Background: an optimization exercise with open tools, aiming at a short achievable clock period and few clock cycles per item. Do not read the settings as production practice. The RTL was checked by simulation tests, not by an equivalence proof against the original design. Power figures rest on the tool's default switching activity, not on a simulated workload.

$ cat flow/run.sh
#!/bin/bash
# synth_recipe.tcl (not shown) runs the flow's synth.tcl, then flattens the netlist and writes it again
# the make line also repeats each setting of config.mk as NAME=value (left out here)
make -C /OpenROAD-flow-scripts/flow DESIGN_CONFIG=/design/flow/config.mk WORK_HOME=/design/flow/orfs CLKGATE_MAP_FILE= SYNTH_SCRIPT=/design/flow/synth_recipe.tcl finish
$ cat flow/constraint.sdc
create_clock -name core_clock -period 6.0 [get_ports {clk}]
set_input_delay 1.2000 -clock core_clock [delete_from_list [all_inputs] [get_ports {clk}]]
set_output_delay 1.2000 -clock core_clock [all_outputs]
set_load 0.01 [all_outputs]
$ cat flow/design.v
module dcacheread_responder #(
  parameter int LINES = 16
) (
  input  logic        clk,
  input  logic        rst_n,
  input  logic        dcacheread_do,
  output logic        dcacheread_done,
  input  logic [3:0]  dcacheread_length,
  input  logic        dcacheread_cache_disable,
  input  logic [31:0] dcacheread_address,
  output logic [63:0] dcacheread_data,
  input  logic        dcache_invalidate,
  output logic        readburst_do,
  output logic [31:0] readburst_address,
  input  logic        readburst_data_valid,
  input  logic [31:0] readburst_data,
  input  logic        readburst_done
);
  localparam int IW = $clog2(LINES);
  localparam int TW = 28 - IW;
  typedef enum logic [1:0] {IDLE, LOOKUP, FILL, DONE} state_e;
  state_e state_q, state_d;
  logic [31:0] addr_q, addr_d;
  logic [3:0] len_q, len_d;
  logic cd_q, cd_d;
  logic line_q, line_d;
  logic inv_q, inv_d;
  logic [1:0] beat_q, beat_d;
  logic [63:0] asm_q, asm_d;
  logic [127:0] lbuf_q, lbuf_d;
  logic [LINES-1:0] valid_q, valid_d;
  logic [TW-1:0] tag_q [LINES];
  logic [127:0] line_mem [LINES];
  logic [31:0] cur_addr;
  logic [IW-1:0] idx;
  logic [TW-1:0] tag;
  logic hit, more, fill_done, take;
  logic [127:0] fill_line, src;
  assign cur_addr = {addr_q[31:4], 4'b0} + (line_q ? 32'd16 : 32'd0);
  assign idx = cur_addr[4 +: IW];
  assign tag = cur_addr[31 -: TW];
  assign hit = valid_q[idx] && tag_q[idx] == tag && !cd_q;
  assign more = !line_q && ({1'b0, addr_q[3:0]} + {1'b0, len_q} > 5'd16);
  assign fill_done = state_q == FILL && readburst_done;
  assign take = (state_q == LOOKUP && hit) || fill_done;
  assign src = state_q == FILL ? fill_line : line_mem[idx];
  always_comb begin
    fill_line = lbuf_q;
    if (readburst_data_valid) fill_line[{beat_q, 5'b0} +: 32] = readburst_data;
  end
  always_comb begin
    state_d = state_q;
    case (state_q)
      IDLE:    state_d = dcacheread_do ? LOOKUP : IDLE;
      LOOKUP:  state_d = len_q == 4'd0 ? DONE : !hit ? FILL : more ? LOOKUP : DONE;
      FILL:    state_d = !readburst_done ? FILL : more ? LOOKUP : DONE;
      default: state_d = IDLE;
    endcase
  end
  always_comb begin
    logic [4:0] off;
    off = '0;
    addr_d = addr_q;
    len_d = len_q;
    cd_d = cd_q;
    line_d = line_q;
    asm_d = asm_q;
    beat_d = beat_q;
    lbuf_d = lbuf_q;
    inv_d = inv_q | dcache_invalidate;
    valid_d = dcache_invalidate ? '0 : valid_q;
    if (state_q == IDLE && dcacheread_do) begin
      addr_d = dcacheread_address;
      len_d = dcacheread_length > 4'd8 ? 4'd8 : dcacheread_length;
      cd_d = dcacheread_cache_disable;
      line_d = 1'b0;
      asm_d = '0;
    end
    if (state_q == LOOKUP && state_d == FILL) begin
      beat_d = '0;
      inv_d = 1'b0;
    end
    if (state_q == FILL && readburst_data_valid) begin
      lbuf_d = fill_line;
      beat_d = beat_q + 2'd1;
    end
    if (take) begin
      for (int k = 0; k < 8; k++) begin
        off = {1'b0, addr_q[3:0]} + 5'(k);
        if (4'(k) < len_q && off[4] == line_q) asm_d[8*k +: 8] = src[{off[3:0], 3'b0} +: 8];
      end
    end
    if (take && more) line_d = 1'b1;
    if (fill_done && !cd_q && !inv_q && !dcache_invalidate) valid_d[idx] = 1'b1;
  end
  always_ff @(posedge clk or negedge rst_n) begin
    if (!rst_n) begin
      state_q <= IDLE;
      addr_q <= '0;
      len_q <= '0;
      cd_q <= 1'b0;
      line_q <= 1'b0;
      inv_q <= 1'b0;
      beat_q <= '0;
      asm_q <= '0;
      lbuf_q <= '0;
      valid_q <= '0;
    end else begin
      state_q <= state_d;
      addr_q <= addr_d;
      len_q <= len_d;
      cd_q <= cd_d;
      line_q <= line_d;
      inv_q <= inv_d;
      beat_q <= beat_d;
      asm_q <= asm_d;
      lbuf_q <= lbuf_d;
      valid_q <= valid_d;
    end
  end
  always_ff @(posedge clk) begin
    if (fill_done && !cd_q) begin
      tag_q[idx] <= tag;
      line_mem[idx] <= fill_line;
    end
  end
  always_comb begin
    dcacheread_done = state_q == DONE;
    dcacheread_data = state_q == DONE ? asm_q : '0;
    readburst_do = state_q == FILL;
    readburst_address = state_q == FILL ? cur_addr : '0;
  end
endmodule
$ cat flow/config.mk
export PLATFORM = sky130hd
export DESIGN_NAME = dcacheread_responder
export DESIGN_NICKNAME = dcacheread_responder
export VERILOG_FILES = /design/flow/design.v
export SDC_FILE = /design/flow/constraint.sdc
export NUM_CORES = 4
export LEC_CHECK = 0
export CAP_MARGIN = 20
export CORE_MARGIN = 2
export CORE_UTILIZATION = 40
export SLEW_MARGIN = 20
==> results of run 1 <==
-- cells by family after synthesis --
group	share of synthesized area [%]
other	0.00340
AOI/OAI and AO/OA	5.84
muxes	16.5
buffers and inverters	2.05
DFF	72.0
adders and majority gates	0.291
xor gates and xnor gates	0.436
and+or+nand+nor	2.92
-- cell usage in the layout, fill, tap and decap left out, types with 42 or more instances in the layout --
cell type / n
edfxtp_1: 2432
mux4_2: 659
clkbuf_16: 304
a22oi_1: 296
dfrtp_1: 247
mux2_2: 171
clkdlybuf4s50_1: 167
and3_1: 163
nand2_1: 157
o21ai_0: 145
buf_4: 138
nor2_1: 136
mux2i_1: 136
a22o_1: 119
buf_12: 90
a21oi_1: 89
inv_1: 86
clkbuf_1: 66
o32ai_1: 50
clkinv_2: 48
clkinv_1: 42
-- power breakdown --
part / switching (W) / leakage, nW / internal (W)
clock network: 0.00723 / 4.53 / 0.0104
logic: 0.0208 / 12.0 / 0.0146
registers: 0.000913 / 25.6 / 0.0236
-- registers in the layout (all words and copies together) (netlist names), 2 cells and up --
name,cells
lbuf_q,128
valid_q,16
line_mem,2048
addr_q,32
tag_q,384
len_q,4
state_q,2
beat_q,2
asm_q,64
-- layer usage --
metal  vias up  global-route usage (%)
li1      24400                       -
met1     33100                    31.6
met2      3109                    35.7
met3       672                    4.69
met4         4                    11.7
met5         -                       0
-- worst max-delay path by stage --
stage	slack (ns)	end	startpoint	cells past startpoint
2_1_floorplan	-0.94	line_mem[0][0]	line_q	12
3_3_place_gp	0.81	asm_q[28]	readburst_data_valid	10
3_5_place_dp	0.69	asm_q[44]	readburst_data_valid	9
4_1_cts	0.45	readburst_address[19]	line_q	7
5_1_grt	0.25	readburst_address[23]	line_q	8
6_report	0.52	readburst_address[23]	line_q	8
-- stage by stage --
| step | area (µm²) | setup TNS [ns] |
|---|---|---|
| detailed placement | 118000 | 0 |
| floorplan | 110000 | -1918.00 |
| global placement | 118000 | 0 |
| finish | 127000 | 0 |
| CTS | 127000 | 0 |
| global route | 127000 | 0 |
-- worst max-delay path, cell delays in order (launching register included) --
cell and delay (ns):
dfrtp_1 0.80, ha_4 0.28, and2_1 0.35, nand4_1 0.33
nor3_1 0.34, nor2b_1 0.10, or2_2 0.43, and2_1 0.19
clkdlybuf4s50_1 0.48
-- cell type report --
type                    instances  share of cell area, %
clock inverters               136                   1.02
repair buffers                396                   3.57
inverters                      90                  0.268
flip-flops and latches       2683                   62.5
diodes                         12                 0.0237
clock buffers                 379                   6.29
multi-input cells            2554                   22.8
well taps                    3589                   3.54
==> key figures, run 1 <==
Routing
  • Initial DRT Pass Iterations: 8
  • Wirelength per Cell: 33.4 µm
  • Met2 routed wirelength: 151000 µm
  • DRC viols: 0
  • DRT antenna net count: 0
  • DRT met1 WL: 131000 µm
  • Met3 WL: 28500 µm
  • Routed vias: 61200
  • Initial DRC Count: 7044
  • DR vias/cell: 6.23
  • DR top layer: met5
  • WL final: 329000 µm

Layout
  • Area Growth Syn to Fin: 15.1%
  • Layout fillers: 22900
  • Final net count: 6122
  • Util after Layout: 46.3%
  • Share of cells above drive strength 1: 24.6%
  • Filler-free cell count of the finished design: 9839
  • Register area: 0.0793 mm²
  • Multi-input gate area: 0.0289 mm²

Clocking
  • CTS sink cnt: 2683
  • CTS max path bufs: 4
  • TritonCTS Buffers: 297
  • Post-cts resize count: 0
  • Clk latency of the worst-skew pair: 0.96 ns
  • Setup bufs post-CTS: 0
  • CTS H-Tree Depth: 5
  • Clk pin slew, worst setup/hold paths: 0.06 ns
  • CTS Root Cell: clkbuf_16
  • Hold_buf cts: 0
  • CTS tree: done

Floorplanning
  • Die Wd: 529 µm
  • IO Pins: 173
  • Row cnt: 192
  • Core Area: 0.274 mm²
  • Initial Util: 40.2%
  • Die area: 0.280 mm²
  • Die height: 529 µm

Synthesis
  • Share of the synthesized area in the top cell type: 66.3%
  • Yosys top cell by area: edfxtp_1
  • Top FF cell, synth: edfxtp_1
  • Syn avg cell area: 19.3 µm²
  • Synth top cells by count: 2432 x edfxtp_1, 659 x mux4_2, 296 x a22oi_1
  • Post-synth EDFFs: 2432
  • Post-synthesis async set-or-reset flop share: 9.36%
  • Seq cells post-synth: 2683
  • Library cells used by synthesis: 81
  • Seq/Total Area, Yosys: 72.0%
  • Cell Area, Synth: 0.110 mm²
  • Synth area leaders: edfxtp_1 66%, mux4_2 13%, dfrtp_1 5.7%, a22oi_1 2.0%, mux2_2 1.7%
  • Count leader, synth: edfxtp_1
  • Mapped Cells: 5699
  • YS warnings: 1

STA
  • Final hold violation count: 0
  • Tmin final: 5.48 ns
  • Endpoints failing setup: 0
  • Rel. slew slack: 24.5%
  • Hold WS: 0.177 ns
  • Fin worst setup slack: 0.517 ns
  • Slew Viols, Final: 0
  • Unrepaired setup endpoints after global routing: no
  • Tightest Pin Transition: 1.13 ns
  • Period utilization: 91.4%
  • Max Fclk: 182 MHz
  • Clock Skew: 0.0721 ns

Setup path
  • Critical path class: reg2out
  • R2r worst-path depth: 14
  • Reg-to-reg setup timing slack: 0.67 ns
  • R2R Path Start: line_q
  • CP max FO: 17
  • Crit path DAT: 4.28 ns
  • Worst setup EP type: output pin
  • Setup crit start kind: flip-flop
  • Reg-to-reg critical path endpoint: asm_q[44]
  • Data required, critical path: 4.80 ns

Power and ir drop
  • Worst vdd ir: 0.436 mV
  • Power, Total: 0.0776 W
  • Static leakage: 42.1 nW
  • Power per standard cell area: 612 mW/mm²

Flow run
  • Max-cap viol count: 0

Outcome
  • Outcome: no timing/DRC/antenna violations

Global route
  • Global Route Usage Sum: 23.3%
  • Largest net degree at the start of global routing: 112
  • First-pass GRT wire length: 462000 µm
  • Vias in the first global route: 61400
  • GRT overflow: 0
  • Initial antenna violation count: 16

Placed design
  • Cells after DPL: 9312
  • Setup Slack @ Placement: 0.691 ns
  • Port Buffers: 168
  • Gp weighted congestion: 0.925
  • HPWL after DPL: 195000 µm

Hold path
  • Min-delay worst type: in2async
Testbench counts, summed over its fixed seeds: cycles 27,350, items 4,800.
==> inputs of run 2 (changes only) <==
==> flow/design.v (replaced) <==
module dcacheread_responder (
  input  logic        clk,
  input  logic        rst_n,
  input  logic        dcacheread_do,
  output logic        dcacheread_done,
  input  logic [3:0]  dcacheread_length,
  input  logic        dcacheread_cache_disable,
  input  logic [31:0] dcacheread_address,
  output logic [63:0] dcacheread_data,
  input  logic        dcache_invalidate,
  output logic        readburst_do,
  output logic [31:0] readburst_address,
  input  logic        readburst_data_valid,
  input  logic [31:0] readburst_data,
  input  logic        readburst_done
);
  logic        busy_q;             
  logic        done_q;             
  logic        rdo_q;              
  logic        more_q;             
  logic        line_q;             
  logic        cd_q;
  logic [1:0]  beat_q;
  logic [27:0] baddr_q;            
  logic [3:0]  off_q;              
  logic [3:0]  n_q;                
  logic [63:0] data_q;
  logic [15:0]  valid_q;
  logic [23:0]  tag_q [16];
  logic [23:0]  tag0m1_q;          
  logic [2047:0] arr_q;            
  logic        wv_q;
  logic [5:0]  wa_q;               
  logic [31:0] wd_q;
  logic [31:0] a;
  logic [3:0]  n;
  logic        need2, hit1, hit2, miss1, miss2, start;
  logic [15:0] match, match2;
  logic [63:0] rd;
  assign a = dcacheread_address;
  assign n = dcacheread_length > 4'd8 ? 4'd8 : dcacheread_length;
  assign need2 = {1'b0, a[3:0]} + {1'b0, n} > 5'd16;
  always_comb begin
    for (int i = 0; i < 16; i++) match[i] = valid_q[i] && tag_q[i] == a[31:8];
    for (int i = 0; i < 15; i++) match2[i] = match[i+1];
    match2[15] = valid_q[0] && tag0m1_q == a[31:8];
  end
  assign hit1 = match[a[7:4]];
  assign hit2 = match2[a[7:4]];
  assign miss1 = dcacheread_cache_disable || dcache_invalidate || !hit1;
  assign miss2 = need2 && (dcacheread_cache_disable || dcache_invalidate || !hit2);
  assign start = dcacheread_do && !busy_q;
  genvar gk, gj;
  generate
    for (gk = 0; gk < 8; gk++) begin : g_byte
      logic [7:0] rot [256];
      for (gj = 0; gj < 256; gj++) begin : g_rot
        assign rot[gj] = arr_q[8*((gj + gk) % 256) +: 8];
      end
      assign rd[8*gk +: 8] = (4'(gk) < n) ? rot[a[7:0]] : 8'h00;
    end
  endgenerate
  logic       fill_done, beat;
  logic [4:0] o [8];
  assign beat = rdo_q && readburst_data_valid;
  assign fill_done = rdo_q && readburst_done;
  always_comb for (int k = 0; k < 8; k++) o[k] = {1'b0, off_q} + 5'(k);
  always_ff @(posedge clk or negedge rst_n) begin
    if (!rst_n) begin
      busy_q <= 1'b0;
      done_q <= 1'b0;
      rdo_q <= 1'b0;
      more_q <= 1'b0;
      line_q <= 1'b0;
      cd_q <= 1'b0;
      beat_q <= '0;
      valid_q <= '0;
      wv_q <= 1'b0;
    end else begin
      done_q <= 1'b0;
      wv_q <= beat && !cd_q;
      if (start) begin
        busy_q <= 1'b1;
        cd_q <= dcacheread_cache_disable;
        beat_q <= '0;
        if (n == 4'd0 || (!miss1 && !miss2)) begin
          done_q <= 1'b1;
        end else begin
          rdo_q <= 1'b1;
          line_q <= !miss1;
          more_q <= miss1 && miss2;
        end
      end else if (done_q) begin
        busy_q <= 1'b0;
      end
      if (beat) beat_q <= beat_q + 2'd1;
      if (fill_done) begin
        beat_q <= '0;
        if (more_q) begin
          more_q <= 1'b0;
          line_q <= 1'b1;
        end else begin
          rdo_q <= 1'b0;
          done_q <= 1'b1;
        end
      end
      if (dcache_invalidate) valid_q <= '0;
      if (fill_done && !cd_q) valid_q[baddr_q[3:0]] <= 1'b1;
    end
  end
  always_ff @(posedge clk) begin
    if (start) begin
      off_q <= a[3:0];
      n_q <= n;
      data_q <= rd;
      baddr_q <= miss1 ? a[31:4] : a[31:4] + 28'd1;
    end
    if (fill_done && more_q) baddr_q <= baddr_q + 28'd1;
    if (beat) begin
      for (int k = 0; k < 8; k++)
        if (4'(k) < n_q && o[k][4] == line_q && o[k][3:2] == beat_q)
          data_q[8*k +: 8] <= readburst_data[8*o[k][1:0] +: 8];
    end
    if (fill_done && !cd_q) begin
      tag_q[baddr_q[3:0]] <= baddr_q[27:4];
      if (baddr_q[3:0] == 4'd0) tag0m1_q <= baddr_q[27:4] - 24'd1;
    end
    wa_q <= {baddr_q[3:0], beat_q};
    wd_q <= readburst_data;
    if (wv_q) arr_q[32*wa_q +: 32] <= wd_q;
  end
  assign dcacheread_done = done_q;
  assign dcacheread_data = data_q;
  assign readburst_do = rdo_q;
  assign readburst_address = {baddr_q, 4'b0};
endmodule
==> run 2 against run 1 <==
Synthesized cell count increased to 4.2 times the previous value. Synthesized area increased by 97%. The flow now stops in 5_1_grt.
==> key figures, run 2 <==
Outcome
  • Run Error: [ERROR GRT-0116] Global routing finished with congestion. Check the congestion regions in the DRC Viewer.
  • Exit stage: 5_1_grt
  • Outcome: aborted with a tool error

Synthesis
  • Library cells used by synthesis: 99 (+22%)
  • Top FF cell, synth: edfxtp_1
  • Post-synth EDFFs: 2492 (+2.5%)
  • Count leader, synth: a22oi_1
  • Largest family of logic cells by synthesized area: compound AO/OA/AOI/OAI gates
  • Cell Area, Synth: 0.217 mm² (+97%)
  • Mapped Cells: 23800 (+320%)
  • Yosys top cell by area: edfxtp_1
  • Post-synthesis async set-or-reset flop share: 0.955% (-8.4 points)
  • Simple-Gate Fraction of Synth Area: 11.0% (+8.1 points)
  • Synth Area in Adders: 0.165% (-0.13 points)
  • YS warnings: 10 (+9)
  • Synth top cells by count: 5953 x a22oi_1, 2774 x clkbuf_1, 2492 x edfxtp_1
  • Share of the synthesized area in the top cell type: 34.4% (-32 points)
  • Syn avg cell area: 9.13 µm² (-53%)
  • Synth Area in Compound Gates: 31.8% (+26 points)
  • Synth area leaders: edfxtp_1 34%, a22oi_1 21%, mux2_2 11%, clkbuf_1 4.8%, nand2_1 2.9%
  • Mux contribution to synthesized area: 11.2% (-5.3 points)
  • Seq cells post-synth: 2619 (-2.4%)
  • Seq/Total Area, Yosys: 35.7% (-36 points)
  • Synth Area in XOR/XNOR: 1.97% (+1.5 points)

Placed design
  • HPWL after DPL: 2100000 µm (+980%)
  • Port Buffers: 168 (unchanged)
  • Area post-placement: 0.261 mm² (+120%)
  • Gp weighted congestion: 1.64 (+78%)

Clocking
  • Hold_buf cts: 0 (unchanged)
  • TritonCTS Buffers: 299 (+0.67%)
  • Setup bufs post-CTS: 0 (unchanged)
  • CTS max path bufs: 4 (unchanged)
  • CTS sink cnt: 2619 (-2.4%)
  • CTS H-Tree Depth: 5 (unchanged)
  • Post-cts resize count: 0 (unchanged)
  • CTS Root Cell: clkbuf_16

Floorplanning
  • Row cnt: 270 (+41%)
  • IO Pins: 173 (unchanged)
  • Die Wd: 741 µm (+40%)
  • Initial Util: 40.2% (-0.067 points)
  • Die height: 741 µm (+40%)

Global route
  • Global Route Usage Sum: 113%
  • Vias in the first global route: 356000
  • Largest net degree at the start of global routing: 189
  • First-pass GRT wire length: 4180000 µm
  • GRT overflow: 64900
[run 2: how the worst max path moves through the flow]
stage / slack, ns / cells after the start / end / start
after CTS: 0.05 / 16 / data_q[62] / dcacheread_address[4]
after detailed placement: -0.99 / 18 / data_q[17] / dcacheread_address[4]
after global placement: -2.11 / 18 / data_q[1] / dcacheread_address[4]
after floorplan: -8.52 / 0 / arr_q[0] / wv_q
[run 2: logic make-up after synthesis]
logic type      Yosys count
fa+ha+maj                28
simple gates           4842
other cells               1
compound gates         9192
flops                  2619
mux                    2132
buf+inv                4482
xor+xnor                489
[run 2: power by group through the flow]
| stage | clock network (W) | registers (W) | logic (W) |
|---|---|---|---|
| 2_1_floorplan | 0 | 0.0280 | 0.0104 |
| 3_3_place_gp | 0 | 0.0358 | 0.0280 |
| 3_5_place_dp | 0 | 0.0356 | 0.0282 |
| 4_1_cts | 0.0189 | 0.0354 | 0.0283 |
[run 2: metal layers]
layer  GRT overflow  GRT usage (%)
met1          12400            107
met4          10100            113
met2          30800            125
met3          10200            107
met5           1394            101
[run 2: through the flow]
stage                     worst slack [ns]  instances  utilization (%)  hold WS, ns
after floorplan                      -8.52      23800                -        0.345
after CTS                           0.0501      32100             50.1        0.479
after global placement               -2.11      31500             48.2        0.443
after detailed placement            -0.992      31500             48.3        0.463
Testbench counts of run 2, summed over its fixed seeds: cycles 22,347, items 4,800.
==> inputs of run 3 (changes only) <==
--- a/flow/design.v
+++ b/flow/design.v
@@ -50,14 +50,23 @@
   assign miss1 = dcacheread_cache_disable || dcache_invalidate || !hit1;
   assign miss2 = need2 && (dcacheread_cache_disable || dcache_invalidate || !hit2);
   assign start = dcacheread_do && !busy_q;
+  logic [127:0] lines [16];
+  logic [55:0]  nexts [16];
+  logic [183:0] win;
+  always_comb
+    for (int i = 0; i < 16; i++) begin
+      lines[i] = arr_q[128*i +: 128];
+      nexts[i] = arr_q[128*((i+1)%16) +: 56];
+    end
+  assign win = {nexts[a[7:4]], lines[a[7:4]]};
   genvar gk, gj;
   generate
     for (gk = 0; gk < 8; gk++) begin : g_byte
-      logic [7:0] rot [256];
-      for (gj = 0; gj < 256; gj++) begin : g_rot
-        assign rot[gj] = arr_q[8*((gj + gk) % 256) +: 8];
+      logic [7:0] sel [16];
+      for (gj = 0; gj < 16; gj++) begin : g_sel
+        assign sel[gj] = win[8*(gj + gk) +: 8];
       end
-      assign rd[8*gk +: 8] = (4'(gk) < n) ? rot[a[7:0]] : 8'h00;
+      assign rd[8*gk +: 8] = (4'(gk) < n) ? sel[a[3:0]] : 8'h00;
     end
   endgenerate
   logic       fill_done, beat;
--- a/flow/config.mk
+++ b/flow/config.mk
@@ -7,5 +7,5 @@
 export LEC_CHECK = 0
 export CAP_MARGIN = 20
 export CORE_MARGIN = 2
-export CORE_UTILIZATION = 40
+export CORE_UTILIZATION = 25
 export SLEW_MARGIN = 20
==> run 3 against run 2 <==
Now clean on timing, DRC and antenna. Synthesized area fell by 36%. Synthesized cell count shrank 55%.
==> key figures, run 3 <==
Outcome
  • Outcome: no timing/DRC/antenna violations

STA
  • Tmin final: 5.76 ns
  • Clock Skew: 0.101 ns
  • Unrepaired setup endpoints after global routing: no
  • Rel. slew slack: 13.0%
  • Final setup TNS: 0 ns
  • Period utilization: 96.1%
  • Tightest Pin Transition: 1.29 ns
  • Final hold violation count: 0
  • Max Fclk: 173 MHz
  • Endpoints failing setup: 0
  • Hold WS: 0.483 ns
  • Slew Viols, Final: 0

Synthesis
  • Mapped Cells: 10700 (-55%)
  • Synth top cells by count: 2492 x edfxtp_1, 2076 x mux2_2, 561 x nand2_1
  • Syn avg cell area: 13.0 µm² (+43%)
  • Post-synthesis async set-or-reset flop share: 0.955% (unchanged)
  • Count leader, synth: edfxtp_1
  • Top FF cell, synth: edfxtp_1
  • Synth area leaders: edfxtp_1 54%, mux2_2 17%, a22oi_1 2.6%, xnor2_1 2.3%, a221oi_1 2.0%
  • Share of the synthesized area in the top cell type: 53.6% (+19 points)
  • Yosys top cell by area: edfxtp_1
  • Library cells used by synthesis: 93 (-6.1%)
  • Seq/Total Area, Yosys: 55.5% (+20 points)
  • Cell Area, Synth: 0.140 mm² (-36%)
  • Seq cells post-synth: 2619 (unchanged)
  • YS warnings: 12 (+2)
  • Post-synth EDFFs: 2492 (unchanged)

Layout
  • Multi-input gate area: 0.0580 mm²
  • Max FFs per register: 2048
  • Highest-count cells in the layout ignoring fill and taps: 2492 x edfxtp_1, 2076 x mux2_2, 668 x buf_4
  • Most common cell after layout, fill and taps aside: edfxtp_1
  • Area Growth Syn to Fin: 16.8%
  • Share of cells above drive strength 1: 31.8%
  • Top reg by flops: arr_q
  • Layout fillers: 56300
  • Register area: 0.0775 mm²
  • Final net count: 10900

Global route
  • First-pass GRT wire length: 811000 µm
  • Initial antenna violation count: 40
  • Vias in the first global route: 101000
  • GRT overflow: 0
  • Largest net degree at the start of global routing: 183
  • Global Route Usage Sum: 19.7%

Routing
  • Initial DRT Pass Iterations: 19
  • Routed vias: 109000
  • Wirelength per Cell: 31.7 µm
  • DRC viols: 0
  • WL final: 588000 µm
  • Initial DRC Count: 19600
  • DR vias/cell: 5.85
  • DRT antenna net count: 0

Clocking
  • TritonCTS Buffers: 300 (+0.33%)
  • Hold_buf cts: 0 (unchanged)
  • Clk latency of the worst-skew pair: 0.98 ns
  • CTS Root Cell: clkbuf_16
  • CTS H-Tree Depth: 5 (unchanged)
  • CTS sink cnt: 2619 (unchanged)
  • CTS tree: done
  • Clk pin slew, worst setup/hold paths: 0.07 ns
  • Post-cts resize count: 0 (unchanged)
  • Setup bufs post-CTS: 0 (unchanged)
  • CTS max path bufs: 4 (unchanged)

Power and ir drop
  • Switching portion of total power: 26.1%
  • Worst vdd ir: 0.205 mV
  • Static leakage: 51.8 nW
  • NetSw: 0.0111 W
  • Power Internal: 0.0314 W
  • Power per standard cell area: 260 mW/mm²
  • Combinational fraction of design power: 9.8%
  • Sequential fraction of design power: 46.5%
  • Power, Total: 0.0425 W
  • Clk pwr share: 43.6%

Hold path
  • Min-delay worst type: reg2reg
  • Hold path depth: 1

Setup path
  • Setup crit start kind: input pin
  • R2r worst-path depth: 7
  • Data required, critical path: 6.86 ns
  • CP max FO: 28
  • Critical path class: in2reg
  • Crit path DAT: 6.63 ns
  • Worst setup EP type: flip-flop

Floorplanning
  • Initial Util: 25.1% (-15 points)
  • Die area: 0.565 mm²
  • Die height: 752 µm (+1.4%)
  • Core Area: 0.557 mm²
  • IO Pins: 173 (unchanged)
  • Die Wd: 752 µm (+1.4%)
  • Row cnt: 274 (+1.5%)

Placed design
  • Gp weighted congestion: 0.982 (-40%)
  • HPWL after DPL: 367000 µm (-82%)
  • Port Buffers: 168 (unchanged)

Flow run
  • Max-cap viol count: 0
## run 3: cell count changes after synthesis, sizes merged, moves of 222 or more
cell / previous run / this run
a22oi: 5953 / 483
clkbuf: 2775 / 475
nand2: 1698 / 561
buf: 1647 / 640
nand4: 792 / 130
a22o: 632 / 182
o22ai: 538 / 107
nor4: 454 / 68
nor2: 674 / 393
nor3: 351 / 105
nand3: 427 / 205
## run 3: kinds of logic after synthesis
group                      synth area share [%]
adders and majority gates                 0.256
and+or+nand+nor                            5.43
other                                   0.00268
DFF                                        55.5
xor gates and xnor gates                   3.15
muxes                                      18.5
AOI/OAI and AO/OA                          13.7
buffers and inverters                      3.52
## run 3: power groups by stage
stage	clock network [W]	registers, W	logic, W
global route	0.0193	0.0198	0.00417
finish	0.0185	0.0198	0.00417
CTS	0.0186	0.0198	0.00398
global placement	0	0.0202	0.00398
detailed placement	0	0.0201	0.00396
floorplan	0	0.0201	0.00187
## run 3: path summary, 6_finish.rpt
kind | startpoint | endpoint | slack [ns]
max | dcacheread_address[5] | data_q[46] | 0.24
min | cd_q | wv_q | 0.48
max reg2reg | wa_q[0] | arr_q[312] | 1.40
min reg2reg | cd_q | wv_q | 0.48
max in group asynchronous | rst_n | wv_q | 5.09
min in group asynchronous | rst_n | busy_q | 0.59
## run 3: per-layer routing
| layer | vias up | part of all wire (%) | global-route usage, % |
|---|---|---|---|
| met5 | - | 0.051 | 0.194 |
| li1 | 43200 | - | - |
| met3 | 1817 | 12 | 4.68 |
| met1 | 55300 | 38 | 26.1 |
| met4 | 18 | 7.3 | 11.8 |
| met2 | 8154 | 43 | 29.2 |
## run 3: critical path: stages
cell and delay, ns:
clkdlybuf4s50_1 0.66, clkinv_1 0.26, ha_4 0.61, o21ai_0 0.36, nand2_4 0.33, buf_12 0.27, nand3_1 0.12, o32ai_2 0.87
buf_4 0.32, a2bb2oi_1 0.18, nand3_1 0.09, a2111oi_0 0.74, buf_4 0.22, a31oi_1 0.07, a211o_1 0.23
## run 3: metrics by stage
step           worst slack (ns)  utilization [%]  std cells  instance area [µm²]
2_1_floorplan             -8.52                -      10700               140000
3_3_place_gp             -0.500             27.6      18000               154000
3_5_place_dp             -0.391             27.6      18000               154000
4_1_cts                   0.594             29.3      18500               163000
5_1_grt                   0.337             29.3      18500               163000
6_report                  0.236             29.3      18500               163000
## run 3: layout make-up
class                      count  share of cell area [%]
inverter                      43                   0.108
tap                         7452                    5.71
clock inverter               152                   0.946
sequential                  2619                    47.5
multi-input combinational   6948                    35.6
timing repair buffer         927                    5.20
clock buffer                 378                    4.91
antenna                       18                  0.0276
Testbench counts of run 3, summed over its fixed seeds: cycles 22,347, items 4,800.
==> inputs of run 4 (changes only) <==
--- a/flow/config.mk
+++ b/flow/config.mk
@@ -5,7 +5,11 @@
 export SDC_FILE = /design/flow/constraint.sdc
 export NUM_CORES = 4
 export LEC_CHECK = 0
+export ABC_CLOCK_PERIOD_IN_PS = 2500
 export CAP_MARGIN = 20
 export CORE_MARGIN = 2
-export CORE_UTILIZATION = 25
+export CORE_UTILIZATION = 45
+export CTS_CLUSTER_DIAMETER = 80
+export CTS_CLUSTER_SIZE = 30
+export SETUP_SLACK_MARGIN = 3.5
 export SLEW_MARGIN = 20
==> run 4 against run 3 <==
Synthesized cell count unchanged. Sequential power about the same. Clock power decreased by about 30%. Sequential cell count unchanged. Count of clock-buffer cells in the layout decreased by 208. Setup slack improved by 1.8 ns. Global-route usage increased by 24 points. Non-clock buffer count increased by 1048. Largest cell class unchanged. Core utilization increased by 30 points. Via count increased by 13%.
==> key figures, run 4 <==
Setup path
  • CP max FO: 8 (-71%)
  • Worst Path Buf+Inv: 8 (+3)
  • R2r worst-path depth: 10 (+3)
  • Most frequent CP cell: buf_12
  • Worst path slowest cell: o32a_4
  • Data required, critical path: 6.75 ns (-0.11 ns)
  • Crit path max-delay family: compound AO/OA/AOI/OAI gates
  • R2R Path Start: off_q[2]
  • Critical path class: in2reg
  • Critical Path Max Stage Delay: 0.50 ns (-0.37 ns)
  • Setup crit start kind: input pin
  • Reg-to-reg critical path endpoint: data_q[54]
  • Worst setup EP type: flip-flop
  • Crit-path cells: buf_12 -> buf_8 -> ha_4 -> buf_12 -> buf_16 -> buf_8 -> buf_12 -> a222oi_1 -> o211ai_1 -> o32a_4 -> buf_6 -> buf_6 -> a221oi_2 -> o21ai_1 -> a221o_1 -> nor3_2 -> o221ai_1
  • Crit path DAT: 4.76 ns (-1.87 ns)
  • Reg-to-reg setup timing slack: 2.43 ns (+1.03 ns)

Layout
  • Top reg by flops: arr_q
  • Final net count: 11900 (+8.8%)
  • Filler-free cell count of the finished design: 16100 (-13%)
  • Layout fillers: 23300 (-59%)
  • Area Growth Syn to Fin: 31.4%
  • Most common cell after layout, fill and taps aside: edfxtp_1
  • Highest-count cells in the layout ignoring fill and taps: 2492 x edfxtp_1, 1110 x mux2_4, 988 x mux2_2
  • Max FFs per register: 2048 (unchanged)
  • Util after Layout: 59.4% (+30 points)
  • Share of cells above drive strength 1: 43.9% (+12 points)
  • Register area: 0.0777 mm² (+0.25%)
  • Multi-input gate area: 0.0683 mm² (+18%)

Placed design
  • Setup Slack @ Placement: -0.286 ns (+0.105 ns)
  • Port Buffers: 168 (unchanged)
  • HPWL after DPL: 378000 µm (+2.9%)
  • Cells after DPL: 14700 (-18%)
  • Gp weighted congestion: 0.973 (-0.93%)

Power and ir drop
  • Worst vdd ir: 0.206 mV (+0.76%)
  • Static leakage: 66.5 nW (+28%)
  • Power Internal: 0.0271 W (-14%)
  • Sequential fraction of design power: 51.5% (+5.0 points)
  • Switching portion of total power: 29.0% (+3.0 points)
  • Power per standard cell area: 208 mW/mm² (-20%)
  • NetSw: 0.0111 W (+0.31%)
  • Clk pwr share: 33.8% (-9.8 points)
  • Combinational fraction of design power: 14.7% (+4.9 points)

Routing
  • WL final: 738000 µm (+26%)
  • Initial DRT Pass Iterations: 14 (-5)
  • Wirelength per Cell: 45.9 µm (+45%)
  • Routed vias: 122000 (+13%)
  • DRC viols: 0 (unchanged)
  • DR vias/cell: 7.60 (+30%)
  • Initial DRC Count: 24000 (+22%)
  • DRT antenna net count: 0 (unchanged)

Hold path
  • Min-delay worst type: reg2reg
  • Hold endpoint: wv_q
  • Hold_sp: cd_q
  • Hold path depth: 1 (unchanged)

Flow run
  • Max-cap viol count: 0 (unchanged)

Clocking
  • TritonCTS Buffers: 153 (-49%)
  • CTS H-Tree Depth: 4 (-1)
  • CTS sink cnt: 2619 (unchanged)
  • Clk latency of the worst-skew pair: 0.96 ns (-0.02 ns)
  • CTS tree: done
  • CTS Root Cell: clkbuf_16
  • CTS max path bufs: 4 (unchanged)
  • Clk pin slew, worst setup/hold paths: 0.10 ns (+0.03 ns)

Global route
  • First-pass GRT wire length: 963000 µm (+19%)
  • GRT overflow: 0 (unchanged)
  • Initial antenna violation count: 59 (+48%)
  • Global Route Usage Sum: 44.1% (+24 points)
  • Vias in the first global route: 111000 (+10%)
  • Largest net degree at the start of global routing: 156 (-15%)

STA
  • Rel. slew slack: 5.19% (-7.9 points)
  • Clock Skew: 0.0758 ns (-0.0249 ns)
  • Tmin final: 4.01 ns (-1.76 ns)
  • Tightest Pin Transition: 1.42 ns (+0.135 ns)
  • Hold WS: 0.490 ns (+0.00702 ns)
  • Slew Viols, Final: 0 (unchanged)
  • Period utilization: 66.8% (-29 points)
  • Max Fclk: 250 MHz (+44%)
  • Final setup TNS: 0 ns (unchanged)
  • Final hold violation count: 0 (unchanged)
  • Unrepaired setup endpoints after global routing: yes
  • Fin worst setup slack: 1.99 ns (+1.76 ns)
  • Endpoints failing setup: 0 (unchanged)

Synthesis
  • YS warnings: 12 (unchanged)
  • Synth area leaders: edfxtp_1 54%, mux2_2 17%, a22oi_1 2.6%, xnor2_1 2.3%, a221oi_1 2.0%
  • Syn avg cell area: 13.0 µm² (unchanged)
  • Seq cells post-synth: 2619 (unchanged)
  • Share of the synthesized area in the top cell type: 53.6% (unchanged)
  • Seq/Total Area, Yosys: 55.5% (unchanged)
  • Count leader, synth: edfxtp_1
  • Synth top cells by count: 2492 x edfxtp_1, 2076 x mux2_2, 561 x nand2_1
  • Cell Area, Synth: 0.140 mm² (unchanged)
  • Post-synth EDFFs: 2492 (unchanged)
  • Library cells used by synthesis: 93 (unchanged)
  • Mapped Cells: 10700 (unchanged)
  • Yosys top cell by area: edfxtp_1
  • Top FF cell, synth: edfxtp_1
  • Post-synthesis async set-or-reset flop share: 0.955% (unchanged)

Floorplanning
  • IO Pins: 173 (unchanged)
  • Core Area: 0.309 mm² (-45%)
  • Die height: 561 µm (-25%)
  • Die Wd: 561 µm (-25%)
  • Die area: 0.315 mm² (-44%)
  • Initial Util: 45.2% (+20 points)
  • Row cnt: 204 (-26%)

Outcome
  • Outcome: no timing/DRC/antenna violations
## run 4: cell counts after synthesis
No cell type changed its count.
## run 4: what timing repair did
action | in CTS | in global routing
buffers inserted | 646 | 182
setup endpoints to repair | 3178 | 2604
pin swaps | 458 | 357
gates cloned | 246 | 12
gates resized for setup | 2489 | 1400
hold buffers | 0 | 0
## run 4: logic make-up (layout without fill, tap and decap cells)
group           Yosys count  in the layout  share of synthesized area (%)
xor+xnor                502            502                           3.15
flops                  2619           2619                           55.5
fa+ha+maj                28             28                          0.256
other cells               1             39                        0.00268
compound gates         2513           2513                           13.7
mux                    2262           2262                           18.5
simple gates           1639           1702                           5.43
buf+inv                1158           2294                           3.52
## run 4: metrics by stage
step	instance area (µm²)	total power [W]
6_report	184000	0.0383
5_1_grt	184000	0.0386
4_1_cts	176000	0.0375
3_5_place_dp	150000	0.0243
3_3_place_gp	150000	0.0243
2_1_floorplan	140000	0.0220
## run 4: metal layers
metal,vias to the layer above,global-route usage (%),part of all wire [%]
met5,-,0.678,0.12
met4,46,32.7,9.8
met3,3569,17.0,16
met2,11800,62.8,41
met1,61500,54.2,33
li1,45200,-,-
## run 4: layout make-up
| cell class | count | share of cell area [%] |
|---|---|---|
| sequential | 2619 | 42.3 |
| multi-input combinational | 7011 | 37.2 |
| timing repair buffer | 1975 | 14.5 |
| tap | 4120 | 2.81 |
| clock buffer | 170 | 2.18 |
| clock inverter | 106 | 0.763 |
| inverter | 43 | 0.111 |
| antenna | 35 | 0.0477 |
## run 4: worst max-delay path by stage
stage                           from          to  slack, ns  cells after the start
2_1_floorplan                   wv_q    arr_q[0]      -8.52                      0
3_3_place_gp   dcacheread_address[5]  data_q[21]      -0.43                     16
3_5_place_dp   dcacheread_address[4]  data_q[62]      -0.29                     15
4_1_cts        dcacheread_address[5]  data_q[30]       2.31                     15
5_1_grt        dcacheread_address[5]  data_q[40]       2.02                     17
6_report       dcacheread_address[5]  data_q[40]       1.99                     17
## run 4: power groups by stage
stage / Combinational [W] / Sequential, W / Clock, W
floorplan: 0.00187 / 0.0201 / 0
global placement: 0.00414 / 0.0201 / 0
detailed placement: 0.00412 / 0.0201 / 0
CTS: 0.00499 / 0.0197 / 0.0128
global route: 0.00552 / 0.0197 / 0.0134
finish: 0.00563 / 0.0197 / 0.0129

-- separate check: timing with driven ports --
In the flow no input, the clock included, has a driving cell. The finished layouts below were timed again as built, in two steps. Step 1 (the two cells are an assumption about what drives the block):
set clk [get_ports {clk}]
set_driving_cell -lib_cell sky130_fd_sc_hd__clkbuf_16 $clk
set_driving_cell -lib_cell sky130_fd_sc_hd__buf_2 [delete_from_list [all_inputs] $clk]
Step 2 moves the port delays by t, midway between the first and last clock arrival at a register: inputs arrive t later, outputs are due t later. That takes back most of the time a late clock gives input paths. Slacks: ideal ports / drivers / drivers and shift; pairs: ideal ports / drivers.
run	t (ns)	setup slack, ns	hold slack, ns	clock arrival spread, ns	pins driven straight from the clock port
run 1	1.010	0.517 / 0.429 / 0.416	0.177 / 0.141 / 0.485	0.074 / 0.073	1
run 3	1.057	0.236 / 0.325 / -0.732	0.483 / 0.483 / 0.483	0.126 / 0.126	1
run 4	1.029	1.993 / 1.989 / 0.960	0.490 / 0.490 / 0.490	0.076 / 0.076	1
Met with ideal ports but missed after step 2: setup timing in run 3. The setup slack of run 4, which loses most, moves by -0.004 ns with the drivers and by -1.033 ns with both steps.
